This is an optimization exercise on Yosys and OpenROAD, whose aim is small area, a short achievable clock period and few clock cycles per item, not a production implementation.

==> module wildcard_string_matcher_core, before the edit <==
module wildcard_string_matcher_core #(
   parameter int MAX_PATTERN = 64
) (
   input  logic        clock,
   input  logic        reset,
   input  logic        req_tvalid,
   output logic        req_tready,
   input  logic [7:0]  req_tdata,    
   input  logic [1:0]  req_tuser,    
   output logic        rsp_tvalid,
   input  logic        rsp_tready,
   output logic [7:0]  rsp_tdata     
);
   localparam int N     = MAX_PATTERN;
   localparam int LEN_W = $clog2(N + 1);
   localparam int LVL   = $clog2(N);
   localparam int QD    = 4;              
   localparam int CNT_W = $clog2(QD + 1);
   logic             rdy_ff;
   logic             accept;
   logic             acc_clr, acc_app, acc_txt, acc_fin;
   logic [LEN_W-1:0] len_ff;
   logic             seen_ff;       
   logic             ovf_ff;
   logic             run0_ff;       
   logic             full;
   logic             do_app;
   logic             text_star;
   logic [N:1]       wsel;
   assign req_tready = rdy_ff;
   assign accept     = req_tvalid && rdy_ff;
   assign acc_clr    = accept && (req_tuser == wsm_pkg::CMD_CLEAR);
   assign acc_app    = accept && (req_tuser == wsm_pkg::CMD_APPEND);
   assign acc_txt    = accept && (req_tuser == wsm_pkg::CMD_TEXT);
   assign acc_fin    = accept && (req_tuser == wsm_pkg::CMD_FINISH);
   assign full       = (len_ff == LEN_W'(N));
   assign do_app     = acc_app && !seen_ff && !full;
   assign text_star  = (req_tdata == wsm_pkg::WILD_RUN);
   logic [N:1] diag_in, star;
   logic [N:1] diag_ff, run;
   logic       txt_ff, fin_ff, first_ff;
   logic [N:1] m_ff;
   genvar j;
   generate
      for (j = 1; j <= N; j++) begin : g_cell
         assign wsel[j] = (len_ff == LEN_W'(j - 1));
         wsm_cell u_cell (
            .clock     (clock),
            .wr_en     (do_app && wsel[j]),
            .wr_char   (req_tdata),
            .text      (req_tdata),
            .diag      (diag_in[j]),
            .star      (star[j])
         );
      end
   endgenerate
   always_ff @(posedge clock) begin
      diag_ff  <= diag_in;
      run      <= star & {N{!text_star}};
      first_ff <= !seen_ff;
      if (reset) begin
         txt_ff <= 1'b0;
         fin_ff <= 1'b0;
      end else begin
         txt_ff <= acc_txt;
         fin_ff <= acc_fin;
      end
   end
   always_ff @(posedge clock) begin
      if (reset) begin
         len_ff  <= '0;
         seen_ff <= 1'b0;
         ovf_ff  <= 1'b0;
         run0_ff <= 1'b1;
      end else if (acc_clr) begin
         len_ff  <= '0;
         seen_ff <= 1'b0;
         ovf_ff  <= 1'b0;
         run0_ff <= 1'b1;
      end else if (acc_app) begin
         if (!seen_ff) begin
            if (full) begin
               ovf_ff <= 1'b1;
            end else begin
               len_ff  <= len_ff + LEN_W'(1);
               run0_ff <= run0_ff && text_star;
            end
         end
      end else if (acc_txt) begin
         seen_ff <= 1'b1;
      end
   end
   logic [N:0] old_row;
   logic [N:1] new_row;
   assign old_row = {m_ff, first_ff};
   always_comb begin
      logic [N-1:0] gg, pp;
      for (int k = 0; k < N; k++) begin
         gg[k] = (diag_ff[k+1] && old_row[k]) || (run[k+1] && old_row[k+1]);
         pp[k] = run[k+1];
      end
      for (int l = 0; l < LVL; l++) begin
         for (int k = 0; k < N; k++) begin
            if (k & (1 << l)) begin
               gg[k] = gg[k] || (pp[k] && gg[((k >> l) << l) - 1]);
               pp[k] = pp[k] && pp[((k >> l) << l) - 1];
            end
         end
      end
      new_row = gg;
   end
   always_ff @(posedge clock) begin
      for (int k = 1; k <= N; k++) begin
         if (txt_ff) begin
            m_ff[k] <= new_row[k];
         end else if (do_app && wsel[k]) begin
            m_ff[k] <= run0_ff && text_star;
         end
      end
   end
   logic             rv_ff;
   logic [LEN_W-1:0] rlen_ff;
   logic             rm0_ff;
   logic             rovf_ff;
   logic [N:0]       row_sel;
   logic             r_match;
   always_ff @(posedge clock) begin
      rlen_ff <= len_ff;
      rm0_ff  <= fin_ff && !seen_ff;
      rovf_ff <= ovf_ff;
      if (reset) begin
         rv_ff <= 1'b0;
      end else begin
         rv_ff <= txt_ff || fin_ff;
      end
   end
   always_comb begin
      for (int k = 0; k <= N; k++) begin
         row_sel[k] = (rlen_ff == LEN_W'(k));
      end
   end
   assign r_match = |(row_sel & {m_ff, rm0_ff});
   logic [QD-1:0] qv_ff;
   logic [1:0]    qd_ff [QD];
   logic [CNT_W-1:0] cnt_ff;
   logic          pop;
   assign pop = qv_ff[0] && rsp_tready;
   always_ff @(posedge clock) begin
      logic [QD:0] nv;
      logic [1:0]  nd [QD+1];
      for (int k = 0; k < QD; k++) begin
         nv[k] = qv_ff[k];
         nd[k] = qd_ff[k];
      end
      nv[QD] = 1'b0;
      nd[QD] = 2'b00;
      if (pop) begin
         for (int k = 0; k < QD; k++) begin
            nv[k] = nv[k+1];
            nd[k] = nd[k+1];
         end
      end
      for (int k = QD - 1; k >= 0; k--) begin
         if (rv_ff && !nv[k] && (k == 0 || nv[k-1])) begin
            nv[k] = 1'b1;
            nd[k] = {rovf_ff, r_match};
         end
      end
      for (int k = 0; k < QD; k++) begin
         qd_ff[k] <= nd[k];
      end
      if (reset) begin
         qv_ff <= '0;
      end else begin
         qv_ff <= nv[QD-1:0];
      end
   end
   always_ff @(posedge clock) begin
      logic [CNT_W-1:0] c;
      c = cnt_ff + CNT_W'(acc_txt || acc_fin) - CNT_W'(pop);
      if (reset) begin
         cnt_ff <= '0;
         rdy_ff <= 1'b1;
      end else begin
         cnt_ff <= c;
         rdy_ff <= (c < CNT_W'(QD));
      end
   end
   assign rsp_tvalid = qv_ff[0];
   assign rsp_tdata  = {6'b0, qd_ff[0]};
endmodule
make LEC_CHECK=0 CAP_MARGIN=20 CORE_MARGIN=2 CORE_UTILIZATION=65 SETUP_SLACK_MARGIN=2.5 SLEW_MARGIN=20 finish   # period 5.0 ns
run.sh (not shown) runs the stock make flow with config.mk's settings and CLKGATE_MAP_FILE= SYNTH_SCRIPT=/design/flow/synth_recipe.tcl, a recipe that flattens the netlist after the stock synthesis.
Change:
--- a/flow/design.v
+++ b/flow/design.v
@@ -69,10 +69,11 @@
    assign full       = (len_ff == LEN_W'(N));
    assign do_app     = acc_app && !seen_ff && !full;
    assign text_star  = (req_tdata == wsm_pkg::WILD_RUN);
    logic [N:1] diag_in, star;
    logic [N:1] diag_ff, run;
+   logic       tstar_ff;
    logic       txt_ff, fin_ff, first_ff;
    logic [N:1] m_ff;
    genvar j;
    generate
       for (j = 1; j <= N; j++) begin : g_cell
@@ -87,11 +88,11 @@
          );
       end
    endgenerate
    always_ff @(posedge clock) begin
       diag_ff  <= diag_in;
-      run      <= star & {N{!text_star}};
+      tstar_ff <= text_star;
       first_ff <= !seen_ff;
       if (reset) begin
          txt_ff <= 1'b0;
          fin_ff <= 1'b0;
       end else begin
@@ -124,10 +125,11 @@
       end
    end
    logic [N:0] old_row;
    logic [N:1] new_row;
    assign old_row = {m_ff, first_ff};
+   assign run     = star & {N{!tstar_ff}};
    always_comb begin
       logic [N-1:0] gg, pp;
       for (int k = 0; k < N; k++) begin
          gg[k] = (diag_ff[k+1] && old_row[k]) || (run[k+1] && old_row[k+1]);
          pp[k] = run[k+1];
What happened:
- The changed run finished with timing, DRC and antenna clean
- die area drops by 2.5%
- sequential share of layout area goes down by 3.3 points
- final cell count goes up by 1.1%
- synthesized cell count went up by 1.1%
- design area stays the same
- routed wire length came out higher by 0.57%
- via count barely changes
- fmax falls by 13%
- setup slack gets worse by 0.39 ns
Function was not checked in any run of this note: the RTL went through the layout flow alone.

[port drivers added, routing unchanged]
How much do the figures lean on ideal ports? The routed layouts below were timed once more, with nothing changed but the port constraints. Step 1 (the two cells are an assumption about what drives the block):
set clk [get_ports {clock}]
set_driving_cell -lib_cell sky130_fd_sc_hd__clkbuf_16 $clk
set_driving_cell -lib_cell sky130_fd_sc_hd__buf_2 [delete_from_list [all_inputs] $clk]
Step 2 moves the port delays by t, midway between the first and last clock arrival at a register: inputs arrive t later, outputs are due t later. That takes back most of the time a late clock gives input paths. a / b / c = ideal ports / drivers / drivers and shift; a / b = the first two.
run | shift t [ns] | setup WS [ns] | clock arrival spread, ns
the first run | 0.684 | 2.274 / 2.274 / 1.896 | 0.033 / 0.032
the second run | 0.669 | 1.884 / 1.884 / 1.882 | 0.014 / 0.014
After both steps setup and hold are still met in every run listed. The setup slack of the first run, which loses most, moves by 0.000 ns with the drivers and by -0.378 ns with both steps.
